Context: an optimization exercise on an open-source flow, tuned for a short achievable clock period and few clock cycles. The choices shown serve that exercise and are no tape-out recipe.
No run shown here included a check of the RTL's function; only the layout flow was run.
Power figures rest on the tool's default switching activity, not on a simulated workload.

File: flow/run.sh
#!/bin/bash
# synth_recipe.tcl (not shown) runs the flow's synth.tcl, then flattens the netlist and writes it again
# the make line also repeats each setting of config.mk as NAME=value (left out here)
make -C /OpenROAD-flow-scripts/flow DESIGN_CONFIG=/design/flow/config.mk WORK_HOME=/design/flow/orfs CLKGATE_MAP_FILE= SYNTH_SCRIPT=/design/flow/synth_recipe.tcl finish
File: flow/config.mk
export PLATFORM = sky130hd
export DESIGN_NAME = axiToAhbBridge
export DESIGN_NICKNAME = axiToAhbBridge
export VERILOG_FILES = /design/flow/design.v
export SDC_FILE = /design/flow/constraint.sdc
export NUM_CORES = 4
export LEC_CHECK = 0
export CAP_MARGIN = 20
export CORE_MARGIN = 2
export CORE_UTILIZATION = 40
export SLEW_MARGIN = 20
File: flow/constraint.sdc
create_clock -name core_clock -period 5.5 [get_ports {ACLK}]
set_input_delay 1.1000 -clock core_clock [delete_from_list [all_inputs] [get_ports {ACLK}]]
set_output_delay 1.1000 -clock core_clock [all_outputs]
set_load 0.01 [all_outputs]
File: flow/design.v
`default_nettype none
package axiAhbPkg;
    localparam int AddrWidth    = 32;
    localparam int DataWidth    = 32;
    localparam int IdWidth      = 4;
    localparam int MaxBeats     = 16;
    localparam int BeatIdxWidth = 4;
    typedef enum logic [1:0]
    {
        OKAY   = 2'd0,
        SLVERR = 2'd2
    } axiResp_e;
    typedef enum logic [1:0]
    {
        IDLE   = 2'd0,
        NONSEQ = 2'd2
    } ahbTrans_e;
    typedef enum logic [2:0]
    {
        BYTE = 3'd0,
        HALF = 3'd1,
        WORD = 3'd2
    } axiSize_e;
    typedef struct packed
    {
        logic [IdWidth-1:0]      id;
        logic [AddrWidth-1:0]    addr;
        logic [BeatIdxWidth-1:0] len;
        axiSize_e                size;
    } burstReq_t;
    typedef struct packed
    {
        logic [DataWidth-1:0] data;
        logic                 err;
    } readBeat_t;
endpackage
`default_nettype wire
`timescale 1ns/1ps
`default_nettype none
import axiAhbPkg::*;
module axiToAhbBridge (
    input  wire                                 ACLK,
    input  wire                                 rst,
    input  wire                                 awValid,
    output logic                                awReady,
    input  wire [axiAhbPkg::IdWidth-1:0]        awId,
    input  wire [axiAhbPkg::AddrWidth-1:0]      awAddr,
    input  wire [axiAhbPkg::BeatIdxWidth-1:0]   awLen,
    input  wire axiAhbPkg::axiSize_e            awSize,
    input  wire                                 wValid,
    output logic                                wReady,
    input  wire [axiAhbPkg::DataWidth-1:0]      wData,
    input  wire                                 wLast,
    output logic                                bValid,
    input  wire                                 bReady,
    output logic [axiAhbPkg::IdWidth-1:0]       bId,
    output axiAhbPkg::axiResp_e                 bResp,
    input  wire                                 arValid,
    output logic                                arReady,
    input  wire [axiAhbPkg::IdWidth-1:0]        arId,
    input  wire [axiAhbPkg::AddrWidth-1:0]      arAddr,
    input  wire [axiAhbPkg::BeatIdxWidth-1:0]   arLen,
    input  wire axiAhbPkg::axiSize_e            arSize,
    output logic                                rValid,
    input  wire                                 rReady,
    output logic [axiAhbPkg::IdWidth-1:0]       rId,
    output logic [axiAhbPkg::DataWidth-1:0]     rData,
    output axiAhbPkg::axiResp_e                 rResp,
    output logic                                rLast,
    output logic [axiAhbPkg::AddrWidth-1:0]     hAddr,
    output logic                                hWrite,
    output logic [2:0]                          hSize,
    output axiAhbPkg::ahbTrans_e                hTrans,
    output logic [axiAhbPkg::DataWidth-1:0]     hWData,
    input  wire [axiAhbPkg::DataWidth-1:0]      hRData,
    input  wire                                 hReady,
    input  wire                                 hResp
);
    logic                 awFull;
    logic [IdWidth-1:0]   awIdQ;
    logic [AddrWidth-1:0] awAddrQ;
    logic [3:0]           awLenQ;
    logic [2:0]           awSizeQ;
    logic                 arFull;
    logic [IdWidth-1:0]   arIdQ;
    logic [AddrWidth-1:0] arAddrQ;
    logic [3:0]           arLenQ;
    logic [2:0]           arSizeQ;
    logic [1:0]           wCnt;
    logic [DataWidth-1:0] wBuf0;
    logic [DataWidth-1:0] wBuf1;
    logic                 wReadyQ;
    logic                 hTransQ;
    logic                 hWriteQ;
    logic [AddrWidth-1:0] hAddrQ;
    logic [2:0]           hSizeQ;
    logic                 hLastQ;     
    logic                 curAct;     
    logic [3:0]           curLeft;    
    logic [DataWidth-1:0] wdPend;     
    logic                 dpAct;
    logic                 dpWr;
    logic                 dpLast;
    logic [DataWidth-1:0] hWDataQ;
    logic                 wrBusy;
    logic [IdWidth-1:0]   wrId;
    logic                 errAcc;
    logic                 bValidQ;
    logic                 bErrQ;
    logic                 rdBusy;
    logic [IdWidth-1:0]   rdId;
    logic [2:0]           rdOut;      
    logic                 rValidQ;
    logic [DataWidth-1:0] rDataQ;
    logic                 rErrQ;
    logic                 rLastQ;
    logic [DataWidth+1:0] rBuf [4];
    logic [1:0]           rBufRd;
    logic [1:0]           rBufWr;
    logic [2:0]           rBufCnt;
    assign awReady = !awFull;
    assign arReady = !arFull;
    assign wReady  = wReadyQ;
    assign hTrans  = hTransQ ? NONSEQ : IDLE;
    assign hWrite  = hWriteQ;
    assign hAddr   = hAddrQ;
    assign hSize   = hSizeQ;
    assign hWData  = hWDataQ;
    assign bValid  = bValidQ;
    assign bId     = wrId;
    assign bResp   = bErrQ ? SLVERR : OKAY;
    assign rValid  = rValidQ;
    assign rId     = rdId;
    assign rData   = rDataQ;
    assign rResp   = rErrQ ? SLVERR : OKAY;
    assign rLast   = rLastQ;
    logic                 awAvail;
    logic [IdWidth-1:0]   awIdS;
    logic [AddrWidth-1:0] awAddrS;
    logic [3:0]           awLenS;
    logic [2:0]           awSizeS;
    logic                 arAvail;
    logic [IdWidth-1:0]   arIdS;
    logic [AddrWidth-1:0] arAddrS;
    logic [3:0]           arLenS;
    logic [2:0]           arSizeS;
    assign awAvail = awFull || awValid;
    assign awIdS   = awFull ? awIdQ   : awId;
    assign awAddrS = awFull ? awAddrQ : awAddr;
    assign awLenS  = awFull ? awLenQ  : awLen;
    assign awSizeS = awFull ? awSizeQ : awSize;
    assign arAvail = arFull || arValid;
    assign arIdS   = arFull ? arIdQ   : arId;
    assign arAddrS = arFull ? arAddrQ : arAddr;
    assign arLenS  = arFull ? arLenQ  : arLen;
    assign arSizeS = arFull ? arSizeQ : arSize;
    logic                 wIn;
    logic                 wAvail;
    logic [DataWidth-1:0] wHead;
    assign wIn    = wValid && wReadyQ;
    assign wAvail = (wCnt != 2'd0) || wIn;
    assign wHead  = (wCnt != 2'd0) ? wBuf0 : wData;
    logic canUpd;
    logic accept;
    logic contNow;
    logic startWr;
    logic startRd;
    logic presWr;
    logic presRd;
    assign canUpd  = !hTransQ || hReady;
    assign accept  = hTransQ && hReady;
    assign contNow = canUpd && curAct && (hWriteQ ? wAvail : (rdOut <= 3'd4));
    assign startWr = canUpd && !curAct && awAvail && wAvail && !wrBusy;
    assign startRd = canUpd && !curAct && !startWr && arAvail && !rdBusy;
    assign presWr  = (contNow && hWriteQ) || startWr;
    assign presRd  = (contNow && !hWriteQ) || startRd;
    logic wPop;
    logic wPush;
    assign wPop  = presWr && (wCnt != 2'd0);
    assign wPush = wIn && !(presWr && (wCnt == 2'd0));
    logic [1:0] wCntN;
    always_comb
    begin
        wCntN = wCnt;
        if (wPush && !wPop)
            wCntN = wCnt + 2'd1;
        else if (wPop && !wPush)
            wCntN = wCnt - 2'd1;
    end
    logic rdDone;
    logic wrDoneBeat;
    assign rdDone     = dpAct && !dpWr && hReady;
    assign wrDoneBeat = dpAct && dpWr && hReady;
    logic rHand;
    logic rOutFree;
    assign rHand    = rValidQ && rReady;
    assign rOutFree = !rValidQ || rReady;
    logic [11:0] addrInc;
    assign addrInc = hAddrQ[11:0] + (12'd1 << hSizeQ);
    always_ff @(posedge ACLK)
    begin
        if (rst)
        begin
            awFull  <= 1'b0;
            arFull  <= 1'b0;
            wCnt    <= 2'd0;
            wReadyQ <= 1'b1;
            hTransQ <= 1'b0;
            curAct  <= 1'b0;
            dpAct   <= 1'b0;
            wrBusy  <= 1'b0;
            bValidQ <= 1'b0;
            rdBusy  <= 1'b0;
            rdOut   <= 3'd0;
            rValidQ <= 1'b0;
            rBufRd  <= 2'd0;
            rBufWr  <= 2'd0;
            rBufCnt <= 3'd0;
        end
        else
        begin
            if (awFull)
                awFull <= !startWr;
            else
                awFull <= awValid && !startWr;
            if (arFull)
                arFull <= !startRd;
            else
                arFull <= arValid && !startRd;
            wCnt    <= wCntN;
            wReadyQ <= (wCntN != 2'd2);
            if (canUpd)
            begin
                hTransQ <= presWr || presRd;
                if (contNow)
                    curAct <= (curLeft != 4'd1);
                else if (startWr)
                    curAct <= (awLenS != 4'd0);
                else if (startRd)
                    curAct <= (arLenS != 4'd0);
            end
            if (hReady)
                dpAct <= hTransQ;
            if (startWr)
                wrBusy <= 1'b1;
            else if (bValidQ && bReady)
                wrBusy <= 1'b0;
            if (wrDoneBeat && dpLast)
                bValidQ <= 1'b1;
            else if (bReady)
                bValidQ <= 1'b0;
            if (startRd)
                rdBusy <= 1'b1;
            else if (rHand && rLastQ)
                rdBusy <= 1'b0;
            rdOut <= rdOut + {2'd0, presRd} - {2'd0, rHand};
            if (rOutFree)
                rValidQ <= (rBufCnt != 3'd0) || rdDone;
            if (rOutFree && (rBufCnt != 3'd0))
                rBufRd <= rBufRd + 2'd1;
            if (rdDone && !(rOutFree && (rBufCnt == 3'd0)))
                rBufWr <= rBufWr + 2'd1;
            rBufCnt <= rBufCnt
                     + {2'd0, rdDone && !(rOutFree && (rBufCnt == 3'd0))}
                     - {2'd0, rOutFree && (rBufCnt != 3'd0)};
        end
    end
    always_ff @(posedge ACLK)
    begin
        if (!awFull)
        begin
            awIdQ   <= awId;
            awAddrQ <= awAddr;
            awLenQ  <= awLen;
            awSizeQ <= awSize;
        end
        if (!arFull)
        begin
            arIdQ   <= arId;
            arAddrQ <= arAddr;
            arLenQ  <= arLen;
            arSizeQ <= arSize;
        end
        if (wPop)
        begin
            wBuf0 <= (wCnt == 2'd2) ? wBuf1 : wData;
            if (wPush)
                wBuf1 <= wData;
        end
        else if (wPush)
        begin
            if (wCnt == 2'd0)
                wBuf0 <= wData;
            else
                wBuf1 <= wData;
        end
        if (contNow)
        begin
            hAddrQ[11:0] <= addrInc;
            curLeft      <= curLeft - 4'd1;
            hLastQ       <= (curLeft == 4'd1);
        end
        else if (startWr)
        begin
            hAddrQ  <= awAddrS;
            hWriteQ <= 1'b1;
            hSizeQ  <= awSizeS;
            curLeft <= awLenS;
            hLastQ  <= (awLenS == 4'd0);
            wrId    <= awIdS;
        end
        else if (startRd)
        begin
            hAddrQ  <= arAddrS;
            hWriteQ <= 1'b0;
            hSizeQ  <= arSizeS;
            curLeft <= arLenS;
            hLastQ  <= (arLenS == 4'd0);
            rdId    <= arIdS;
        end
        if (presWr)
            wdPend <= wHead;
        if (hReady)
        begin
            dpWr   <= hWriteQ;
            dpLast <= hLastQ;
        end
        if (accept && hWriteQ)
            hWDataQ <= wdPend;
        if (startWr)
            errAcc <= 1'b0;
        else if (wrDoneBeat)
            errAcc <= errAcc || hResp;
        if (wrDoneBeat && dpLast)
            bErrQ <= errAcc || hResp;
        if (rdDone && !(rOutFree && (rBufCnt == 3'd0)))
            rBuf[rBufWr] <= {hRData, hResp, dpLast};
        if (rOutFree)
        begin
            if (rBufCnt != 3'd0)
                {rDataQ, rErrQ, rLastQ} <= rBuf[rBufRd];
            else
                {rDataQ, rErrQ, rLastQ} <= {hRData, hResp, dpLast};
        end
    end
endmodule
`default_nettype wire
==> metrics.md, run 1 <==
| Metric | Value |
|---|---|
| Worst hold endpoint | `hWDataQ[28]` |
| Num rows | `77` |
| Post-synthesis mux area share | `approximately 18%` |
| Final wirelength | `37.1 mm` |
| Post-route design area | `22,700 µm²` |
| Cells after synthesis | `997` |
| Adder-Cell Fraction of Synth Area | `1.75%` |
| Post-synthesis sequential area ratio | `a little under three quarters` |
| Critical path class | `in2reg` |
| Tcrit/Tclk final | `76.7%` |
| Vias/cell | `4.93` |
| Post-CTS Hold Buffers | `0` |
| Post_cts resized | `0` |
| H-tree Lvls | `2` |
| Root cell of the clock tree | `clkbuf_16` |
| Final Hold Viols | `0` |
| Core ar. | `44,000 µm²` |
| P_leak | `7.80 nW` |
| Met1 WL | `15.8 mm` |
| Die height | `215 µm` |
| HP Class | `reg2reg` |
| Synthesized area per cell | `roughly 18 µm²` |
| Clock Skew | `0.00813 ns` |
| Final Wtd Congestion | `roughly 0.79` |
| Top sig layer | `met5` |
| Worst EP required | `5.92 ns` |
| Via count | `9,482` |
| Initial antenna violation count | `4` |
| Multi-input logic area | `between 4000 and 5000 µm²` |
| TNS Setup | `0 ns` |
| Max-Cap Viols | `0` |
| Endpoints failing setup | `0` |
| Most frequent cells in the layout | `edfxtp_1, clkdlybuf4s50_1, mux2_2, dfxtp_1, clkbuf_16` |
| Iteration-0 DRC Markers | `476` |
| Crit Path Max Fanout | `27` |
| Main combinational cell family by area after synthesis | `multiplexers` |
| Grt total ovfl | `0` |
| # IOs | `280` |
| Number of global-route vias before repair | `9,744` |
| Initial Util | `40.3%` |
| # fillers | `3,705` |
| TritonCTS clock tree | `done` |
| DP HPWL | `23.2 mm` |
| Area Overhead vs Synth | `27.7%` |
| Largest Register | `rBuf` |
| # Post-CTS Setup Buffers | `0` |
| Largest net degree at the start of global routing | `46` |
| WL met3 | `about 3.0 mm` |
| Status | `complete, no violations` |
| Detailed Routing Iterations Pass 1 | `5` |
| Pwr Density | `about 520 nW/µm²` |
| Register area | `12,700 µm²` |
| FF-to-FF path depth | `13` |
| EDFF count, synth | `350` |
| Clock latency at the later pin of the worst-skew pair | `about 0.57 ns` |
| Crit end category | `register` |
| Simple-gate share of the synthesized area | `about 3.3%` |
| Avg WL per Cell | `19.3 µm` |
| Layout cells sized above 1 | `25.9%` |
| Mapped cell area | `between 15,000 and 20,000 µm²` |
| DP Area | `21,100 µm²` |
| Worst Tran Pin Value | `approximately 0.99 ns` |
| First-pass GRT wire length | `around 57 mm` |
| Die X | `215 µm` |
| Worst r2r src | `wCnt[0]` |
| Nets | `1,473` |
| FF+latch count, synth | `461` |
| Wire length on met2 | `17.2 mm` |
| Compound-Gate Fraction of Synth Area | `2.65%` |
| Reg clk slew, reported paths | `roughly 0.060 ns` |
| Reg2reg end | `rdOut[2]` |
| Largest register FFs | `136` |
| Die area | `46,100 µm²` |
| Number of CTS-inserted buffers | `49` |
| WHS Path Cells | `0` |
| Post-synth cell types | `59` |
| Critical path launch point type | `primary input` |
| Ys Warns | `1` |
| Worst Hold Launch | `wdPend[28]` |
| FMAX | `0.237 GHz` |
| R2R Setup Slk | `1.84 ns` |
| Bufs on Longest Clock Path | `3` |
| Clk sinks | `461` |
| VDD IR max | `between 0.2 and 0.3 mV` |
| Count of pins over their slew limit | `0` |
| CP arrival | `4.64 ns` |
| Slew margin rel. | `about 34%` |
| XOR/XNOR Fraction of Synth Area | `0.888%` |
| Buffers on Ports | `275` |
| DR DRC count | `0` |
| RSZ-0062 raised after global routing | `no` |
| Most common cell after layout, fill and taps aside | `edfxtp_1` |
| Top_reg_cell synth | `edfxtp_1` |
| Global Route Usage Sum | `16.0%` |
| Ys async rst share | `0%` |
| Period minus WS final | `4.22 ns` |
| Post-route ant nets | `0` |
layer usage:
layer | up-vias | GRT usage, %
li1 | 4412 | -
met1 | 4745 | 20.1
met2 | 252 | 25.7
met3 | 69 | 6.16
met4 | 4 | 5.12
met5 | - | 0
how the worst max path moves through the flow:
stage | endpoint | slack [ns] | depth (start not counted) | start
detailed placement | rdOut[2] | 0.58 | 12 | hReady
global placement | rdOut[2] | 0.65 | 12 | hReady
global route | rdOut[2] | 1.01 | 12 | hReady
CTS | rdOut[2] | 1.21 | 12 | hReady
finish | rdOut[2] | 1.28 | 12 | hReady
floorplan | wdPend[0] | 1.44 | 3 | awValid
cell usage after synthesis, types with 2 or more instances:
cell | n | area share [%]
a211oi_1 | 2 | 0.085
mux2i_1 | 4 | 0.23
a31oi_1 | 3 | 0.11
dfxtp_1 | 111 | 13
o21a_1 | 2 | 0.085
a41oi_1 | 2 | 0.099
or4_1 | 2 | 0.085
nor2b_1 | 3 | 0.11
and2_1 | 10 | 0.35
nor2_1 | 31 | 0.66
buf_2 | 7 | 0.20
buf_6 | 3 | 0.19
and3_1 | 5 | 0.18
ha_1 | 20 | 1.4
buf_1 | 8 | 0.17
nand2_1 | 32 | 0.68
nand3_1 | 5 | 0.14
xnor2_1 | 12 | 0.59
o221ai_1 | 2 | 0.099
a221o_1 | 6 | 0.34
o2111ai_1 | 2 | 0.099
nor3_1 | 11 | 0.31
nor3b_1 | 4 | 0.17
edfxtp_1 | 350 | 59
a21oi_1 | 13 | 0.37
fa_1 | 3 | 0.34
a22oi_1 | 3 | 0.13
inv_1 | 25 | 0.53
clkbuf_1 | 15 | 0.32
xor2_1 | 6 | 0.30
a21o_1 | 2 | 0.085
o211ai_1 | 8 | 0.34
o21ai_0 | 11 | 0.31
buf_4 | 11 | 0.47
mux2_2 | 205 | 13
nand2b_1 | 2 | 0.071
mux4_2 | 34 | 4.3
critical path, stage by stage:
cell             delay, ns
clkdlybuf4s50_1       0.67
nor2b_4               0.30
or4_4                 0.48
clkinv_8              0.24
nor2_1                0.60
a31oi_1               0.11
ha_1                  0.31
inv_1                 0.04
ha_1                  0.18
fa_1                  0.38
xnor2_1               0.17
nor2_1                0.05
power by group:
part	switching (W)	internal [W]	leakage [nW]
clock network	0.00132	0.00182	0.758
logic	0.00168	0.00173	2.84
registers	0.000368	0.00489	4.20
layout make-up:
| class | count | share of cell area, % |
|---|---|---|
| multi-input cells | 467 | 20.7 |
| well taps | 592 | 3.27 |
| inverters | 26 | 0.486 |
| clock inverters | 22 | 0.641 |
| repair buffers | 285 | 12.5 |
| diodes | 2 | 0.0221 |
| clock buffers | 68 | 6.14 |
| flip-flops and latches | 461 | 56.2 |
stage by stage:
step	util [%]	worst slack (ns)	total power, W	cells	hold slack [ns]
floorplan	-	1.44	0.00737	999	0.400
global placement	48.0	0.646	0.00876	1831	0.402
detailed placement	48.0	0.582	0.00880	1831	0.405
CTS	51.4	1.21	0.0120	1921	0.417
global route	51.5	1.01	0.0124	1923	0.427
finish	51.5	1.28	0.0118	1923	0.418
cell families (layout without fill, tap and decap cells):
logic type | after synthesis | after routing
DFF | 461 | 461
muxes | 244 | 244
buffers and inverters | 71 | 401
adders and majority gates | 23 | 23
other | 1 | 5
AOI/OAI and AO/OA | 63 | 63
xor gates and xnor gates | 18 | 18
and+or+nand+nor | 116 | 116
==> run 2: changes to the inputs <==
--- a/flow/config.mk
+++ b/flow/config.mk
@@ -7,2 +7,3 @@
 export LEC_CHECK = 0
+export ABC_CLOCK_PERIOD_IN_PS = 2000
 export CAP_MARGIN = 20
@@ -10,2 +11,3 @@
 export CORE_UTILIZATION = 40
+export SETUP_SLACK_MARGIN = 3.3
 export SLEW_MARGIN = 20
==> run 2 against run 1 <==
  * Still clean
  * Via count is 5.5% higher
  * First-iteration DRC count increased by 19%
  * Hold slack worse by 0.0017 ns
  * Global-route usage rose by 1.9 points
  * Critical path depth fell by 1
  * Count of clock-buffer cells in the layout is 3 higher
  * Clock power up 2%
  * Clock skew grew 0.0039 ns
  * Wire length up 14%
  * Sequential power hardly changed
  * Synthesized area is the same
  * Cell count up 4.7%
  * Critical path type unchanged
==> metrics.md, run 2 <==
| Metric | Value |
|---|---|
| Status | `complete, no violations` |
| Die height | `215 µm` |
| Clock latency at the later pin of the worst-skew pair | `about 0.57 ns` |
| FF+latch count, synth | `461` |
| Most common cell after layout, fill and taps aside | `edfxtp_1` |
| Iteration-0 DRC Markers | `567` |
| Clock power frac | `24.9%` |
| P_leak | `roughly 8.7 nW` |
| # IOs | `280` |
| Critical path launch point type | `primary input` |
| Pre-CTS setup slack | `0.962 ns` |
| Cells after synthesis | `997` |
| Switching power total | `0.00379 W` |
| Die X | `215 µm` |
| DR DRC count | `0` |
| Via count | `9,999` |
| Detailed Routing Iterations Pass 1 | `5` |
| Post-synthesis sequential area ratio | `71.8%` |
| Post-route ant nets | `0` |
| CP delay by family, top | `adder cells` |
| Number of CTS-inserted buffers | `49` |
| Multi-input logic area | `5260 µm²` |
| Number of global-route vias before repair | `10.5k` |
| Crit Path Max Fanout | `3` |
| Synthesized area per cell | `approximately 18 µm²` |
| Worst EP required | `just under 6 ns` |
| Max incr delay on CP | `0.55 ns` |
| Pint | `0.00903 W` |
| Combinational Power Share | `~34%` |
| DP HPWL | `~23 mm` |
| Ys async rst share | `0%` |
| Layout cells sized above 1 | `a little over two fifths` |
| Root cell of the clock tree | `clkbuf_16` |
| VDD IR max | `0.317 mV` |
| Final Hold Viols | `0` |
| Sequential Power Share | `40.7%` |
| Buffers on Ports | `275` |
| Clock Skew | `0.0121 ns` |
| Nets | `between 1.5k and 2k` |
| Post-CTS Hold Buffers | `0` |
| EDFF count, synth | `350` |
| H-tree Lvls | `2` |
| Max-Cap Viols | `0` |
| CP arrival | `slightly above 3 ns` |
| Synth area leaders | `edfxtp_1, mux2_2, dfxtp_1` |
| Sw Ratio | `around 30%` |
| RSZ-0062 raised after global routing | `yes` |
| CP max stage cell | `or4_4` |
| Min setup slack post-route | `2.87 ns` |
| Reg clk slew, reported paths | `0.05 ns` |
| Most frequent cells in the layout | `edfxtp_1, mux2_2, clkdlybuf4s50_1, dfxtp_1, buf_2` |
| Critical path class | `in2reg` |
| Post-synth top cells | `edfxtp_1, mux2_2, dfxtp_1, mux4_2, nand2_1` |
| TritonCTS clock tree | `done` |
| Crit path buffers/inverters | `3` |
| Endpoints failing setup | `0` |
| Global Route Usage Sum | `18.0%` |
| Die area | `roughly 46,000 µm²` |
| Largest net degree at the start of global routing | `38` |
| Vias/cell | `slightly below 5` |
| Count of pins over their slew limit | `0` |
| Initial antenna violation count | `2` |
| First-pass GRT wire length | `62.8 mm` |
| Initial Util | `40.3%` |
| Final Wtd Congestion | `~0.78` |
| Slew margin rel. | `a little under a third` |
| Period minus WS final | `2.63 ns` |
| Ys Warns | `1` |
| Post-synth cell types | `59` |
| Worst Tran Pin Value | `1.03 ns` |
| Crit-path cells | `buf_4 -> a21boi_4 -> or4_4 -> clkinv_8 -> nor2_4 -> a31oi_2 -> ha_1 -> inv_2 -> ha_4 -> fa_2 -> nor2b_1` |
| Top-area cell type share of the netlist area | `roughly 60%` |
| Largest register FFs | `about 140` |
| Final wirelength | `42.4 mm` |
| Bufs on Longest Clock Path | `3` |
| Pwr Density | `about 540 nW/µm²` |
| Area Overhead vs Synth | `34.6%` |
| Core ar. | `around 44,000 µm²` |
| Num rows | `77` |
| Mapped cell area | `17,700 µm²` |
| Clk sinks | `461` |
| Cell taking the most area after synthesis | `edfxtp_1` |
| # fillers | `3,575` |
| Crit end category | `register` |
| TNS Setup | `0 ns` |
| FMAX | `0.380 GHz` |
| Top_reg_cell synth | `edfxtp_1` |
| HP Class | `reg2reg` |
| Avg WL per Cell | `21.1 µm` |
| Most numerous cell in the Yosys netlist | `edfxtp_1` |
| Register area | `roughly 13,000 µm²` |
| Tcrit/Tclk final | `47.8%` |
| Largest Register | `rBuf` |
| Grt total ovfl | `0` |
## run 2: cell count changes in the layout (fill, tap and decap cells not counted), moves of 7 or more
cell	delta
buf_12	+9
buf_2	+96
buf_4	+49
buf_6	+36
clkdlybuf4s50_1	-123
ha_1	-7
inv_1	-9
mux2_2	-31
mux2_4	+32
## run 2: path summary, 6_finish.rpt
kind	slack (ns)	cells after the start	end	startpoint
worst max-delay path	2.87	11	rdOut[1]	wValid
worst min register to register	0.42	0	hWDataQ[23]	wdPend[23]
worst min-delay path	0.42	0	hWDataQ[23]	wdPend[23]
worst max register to register	2.87	12	rdOut[1]	wCnt[0]
## run 2: power groups by stage
stage | clock network (W) | logic, W | registers [W]
floorplan | 0 | 0.00211 | 0.00535
global placement | 0 | 0.00352 | 0.00532
detailed placement | 0 | 0.00355 | 0.00534
CTS | 0.00328 | 0.00395 | 0.00523
global route | 0.00342 | 0.00475 | 0.00532
finish | 0.00319 | 0.00441 | 0.00523
## run 2: repair_timing
| action | 4_1_cts | 5_1_grt |
|---|---|---|
| gates resized for setup | 592 | 64 |
| setup endpoints to repair | 523 | 251 |
| pin swaps | 27 | 36 |
| cloned | 11 | 8 |
| setup buffers | 52 | 20 |
## run 2: area by class of cell
class	instances	area share, %
Antenna cell	2	0.0210
Clock buffer	71	6.00
Clock inverter	19	0.587
Inverter	26	0.492
Multi-Input combinational cell	473	22.0
Sequential cell	461	53.4
Tap cell	592	3.10
Timing Repair Buffer	368	14.4
Timing Repair inverter	1	0.0367
## run 2: per-stage QoR
stage | hold slack (ns) | util [%] | cells | total power, W | instance area (µm²)
after detailed placement | 0.405 | 48.4 | 1829 | 0.00889 | 21300
after floorplan | 0.400 | - | 999 | 0.00746 | 18000
after CTS | 0.415 | 52.9 | 1982 | 0.0125 | 23300
final | 0.417 | 54.3 | 2013 | 0.0128 | 23900
after global placement | 0.402 | 48.4 | 1829 | 0.00884 | 21300
after global routing | 0.423 | 54.3 | 2012 | 0.0135 | 23900
## run 2: worst register-to-register path: stages (launching register included)
cell      delay [ns]
dfxtp_2         0.34
inv_2           0.06
ha_4            0.16
a21boi_4        0.14
or4_4           0.55
clkinv_8        0.08
nor2_4          0.03
a31oi_2         0.13
ha_1            0.25
inv_2           0.07
ha_4            0.13
fa_2            0.42
nor2b_1         0.13
## run 2: kinds of logic after synthesis
kind of cell,after synthesis,synth area share (%)
muxes,244,17.6
xor gates and xnor gates,18,0.888
adders and majority gates,23,1.75
and+or+nand+nor,116,3.34
AOI/OAI and AO/OA,63,2.65
DFF,461,71.8
buffers and inverters,71,1.99
other,1,0.0211
## run 2: layer usage
layer  GRT usage, %  vias to the layer above  routed length, µm
li1               -                     4600                  -
met1           23.5                     5063              18400
met2           29.4                      274              20500
met3           4.50                       62               2500
met4           5.93                        0               1040
met5              0                        -                  0
==> run 3: changes to the inputs <==
--- a/flow/config.mk
+++ b/flow/config.mk
@@ -7,3 +7,3 @@
 export LEC_CHECK = 0
-export ABC_CLOCK_PERIOD_IN_PS = 2000
+export ABC_CLOCK_PERIOD_IN_PS = 1000
 export CAP_MARGIN = 20
@@ -11,3 +11,4 @@
 export CORE_UTILIZATION = 40
-export SETUP_SLACK_MARGIN = 3.3
+export SETUP_SLACK_MARGIN = 3.8
 export SLEW_MARGIN = 20
+export TNS_END_PERCENT = 100
==> run 3 against run 2 <==
  * Count of clock-buffer cells in the layout down 4
  * Worst setup slack better by 0.0019 ns
  * Via count up 5.0%
  * Critical path depth unchanged
  * Die area unchanged
  * Power up 6.6%
  * Critical endpoint unchanged
  * Largest cell class unchanged
  * Largest power group unchanged
==> metrics.md, run 3 <==
| Metric | Value |
|---|---|
| Slew margin rel. | `60.4%` |
| Placed instance count | `around 1.8k` |
| Grt met1 use | `24.2%` |
| # IOs | `280` |
| Area Overhead vs Synth | `44.1%` |
| Post-route design area | `25,600 µm²` |
| P_leak | `9.37 nW` |
| Reg clk slew, reported paths | `0.06 ns` |
| Num rows | `77` |
| Met2 usage | `32.7%` |
| Worst Tran Pin Value | `0.594 ns` |
| Final Hold Viols | `0` |
| Avg WL per Cell | `21.8 µm` |
| Clock Skew | `0.00784 ns` |
| Cells after synthesis | `997` |
| Tcrit/Tclk final | `47.8%` |
| Ys async rst share | `0%` |
| RSZ-0062 raised after global routing | `yes` |
| Buffers on Ports | `275` |
| Endpoints failing setup | `0` |
| Most common cell after layout, fill and taps aside | `edfxtp_1` |
| VDD IR max | `0.308 mV` |
| Core ar. | `approximately 44,000 µm²` |
| Largest register FFs | `136` |
| Largest Register | `rBuf` |
| H-tree Lvls | `2` |
| Top_reg_cell synth | `edfxtp_1` |
| Final wirelength | `45.5 mm` |
| FF+latch count, synth | `461` |
| Global Route Usage Sum | `about a fifth` |
| TNS Setup | `0 ns` |
| Bufs on Longest Clock Path | `3` |
| M3 GR Usage | `5.33%` |
| Post-synth top cells | `edfxtp_1, mux2_2, dfxtp_1, mux4_2, nand2_1` |
| Worst r2r src | `wCnt[1]` |
| DP HPWL | `23.1 mm` |
| Nets | `1,641` |
| Most numerous cell in the Yosys netlist | `edfxtp_1` |
| Post-route ant nets | `0` |
| Status | `complete, no violations` |
| First-pass GRT wire length | `slightly below 70 mm` |
| Cell taking the most area after synthesis | `edfxtp_1` |
| TritonCTS clock tree | `done` |
| Setup crit start | `awValid` |
| GR peak layer | `met2` |
| Largest net degree at the start of global routing | `42` |
| Most frequent cells in the layout | `edfxtp_1, mux2_2, clkdlybuf4s50_1, dfxtp_1, buf_2` |
| Ys Warns | `1` |
| Worst EP required | `5.94 ns` |
| Die height | `roughly 210 µm` |
| Synth area leaders | `edfxtp_1, mux2_2, dfxtp_1` |
| Die X | `215 µm` |
| Number of CTS-inserted buffers | `49` |
| Power consumption | `0.0137 W` |
| Initial Util | `40.3%` |
| Count of pins over their slew limit | `0` |
| Synthesized area per cell | `17.8 µm²` |
| Final Wtd Congestion | `~0.80` |
| Worst hold endpoint | `hWDataQ[10]` |
| Mapped cell area | `17,700 µm²` |
| Root cell of the clock tree | `clkbuf_16` |
| Via count | `10.5k` |
| Post-synth cell types | `59` |
| Period minus WS final | `2.63 ns` |
| Final std cells w/o fill | `around 2.1k` |
| FF-to-FF path depth | `12` |
| Initial antenna violation count | `2` |
| Post-synthesis sequential area ratio | `71.8%` |
| Critical path class | `in2reg` |
| Top-area cell type share of the netlist area | `59.2%` |
| Grt total ovfl | `0` |
| EDFF count, synth | `350` |
| Critical path launch point type | `primary input` |
| Post-CTS Hold Buffers | `0` |
| Die area | `~46,000 µm²` |
| FMAX | `roughly 0.38 GHz` |
| Max-Cap Viols | `0` |
| Reg2reg end | `rdOut[1]` |
| Iteration-0 DRC Markers | `486` |
| Worst Hold Launch | `wdPend[10]` |
| Number of global-route vias before repair | `10.9k` |
| Layout cells sized above 1 | `47.1%` |
| Crit end category | `register` |
| DR DRC count | `0` |
| Pwr Density | `535 nW/µm²` |
| Clk sinks | `461` |
| R2R Setup Slk | `2.96 ns` |
| WHS Path Cells | `0` |
| Vias/cell | `5.02` |
| DP Area | `21,300 µm²` |
| Clock latency at the later pin of the worst-skew pair | `0.57 ns` |
| Crit Path Max Fanout | `2` |
| CP arrival | `3.07 ns` |
| HP Class | `reg2reg` |
| Detailed Routing Iterations Pass 1 | `5` |
-- run 3: cell counts after synthesis --
No cell type changed its count.
-- run 3: final cells by class --
type | count | area (µm²)
diodes | 1 | 2.50
clock buffers | 67 | 1370
clock inverters | 24 | 339
fillers | 3397 | 18500
inverters | 26 | 125
multi-input cells | 483 | 5480
flip-flops and latches | 461 | 12800
well taps | 592 | 741
repair buffers | 435 | 4710
repair inverters | 2 | 32.5
-- run 3: repair_timing --
| action | 4_1_cts | 5_1_grt |
|---|---|---|
| pin swaps | 35 | 28 |
| gates resized for setup | 664 | 74 |
| cloned | 36 | 5 |
| buffers inserted | 95 | 34 |
| setup endpoints to repair | 629 | 501 |
-- run 3: worst max path at each step --
stage	endpoint	slack, ns	cells past startpoint
final	rdOut[1]	2.87	11
after global routing	rdOut[1]	2.84	11
after CTS	rdOut[1]	2.85	12
after detailed placement	rdOut[2]	0.94	12
after global placement	rdOut[2]	1.00	12
after floorplan	rdOut[1]	2.36	11
-- run 3: cells by family (layout without fill, tap and decap cells) --
group	after synthesis	count (layout)	share of synthesized area, %
fa+ha+maj	23	23	1.75
mux	244	244	17.6
buf+inv	71	554	1.99
other cells	1	4	0.0211
compound gates	63	66	2.65
xor+xnor	18	18	0.888
simple gates	116	129	3.34
flops	461	461	71.8
-- run 3: stage by stage --
stage               util [%]  hold WS (ns)  setup WS [ns]
floorplan                  -         0.400           2.36
global placement        48.4         0.401           1.00
detailed placement      48.4         0.405          0.943
CTS                     56.4         0.415           2.85
global route            58.1         0.419           2.84
finish                  58.1         0.413           2.87
-- run 3: worst max-delay path, stage by stage --
cell,delay (ns)
buf_8,0.08
o21bai_4,0.06
or4_4,0.58
clkinv_8,0.07
nor2_4,0.03
a31oi_1,0.14
ha_1,0.26
inv_2,0.07
ha_4,0.12
fa_2,0.41
nor2b_1,0.13
-- run 3: report_power, final --
part	switching, W	leakage [nW]	total, W	internal [W]
registers	0.000323	4.21	0.00521	0.00489
logic	0.00238	4.33	0.00497	0.00259
clock network	0.00134	0.832	0.00350	0.00216
-- run 3: routing by layer --
metal  share of wire, %  vias up
met1                 41     5362
met2                 50      277
met5              0.024        -
met4                1.8        2
li1                   -     4797
met3                6.6       56

==> port drivers added, routing unchanged <==
How much do the figures lean on ideal ports? The routed layouts below were timed once more, with nothing changed but the port constraints.
Step 1 (the two cells are an assumption about what drives the block):
set clk [get_ports {ACLK}]
set_driving_cell -lib_cell sky130_fd_sc_hd__clkbuf_16 $clk
set_driving_cell -lib_cell sky130_fd_sc_hd__buf_2 [delete_from_list [all_inputs] $clk]
Step 2 moves the port delays by t, midway between the first and last clock arrival at a register: inputs arrive t later, outputs are due t later. That takes back most of the time a late clock gives input paths.
Three values: ideal ports, drivers, drivers and shift; two values: the first two.
| run | shift t [ns] | setup slack, ns | worst hold slack (ns) | latest minus earliest clock arrival (ns) | worst data-port slew with drivers (ns) |
|---|---|---|---|---|---|
| run 1 | 0.613 | 1.282 / 1.303 / 0.690 | 0.418 / 0.418 / 0.418 | 0.015 / 0.014 | 0.09 |
| run 2 | 0.623 | 2.868 / 2.822 / 2.200 | 0.417 / 0.417 / 0.417 | 0.012 / 0.013 | 0.11 |
| run 3 | 0.625 | 2.870 / 2.831 / 2.206 | 0.413 / 0.413 / 0.413 | 0.009 / 0.010 | 0.11 |
After both steps every run listed still meets setup and hold. The setup slack of run 2, which loses most, moves by -0.046 ns with the drivers and by -0.668 ns with both steps.
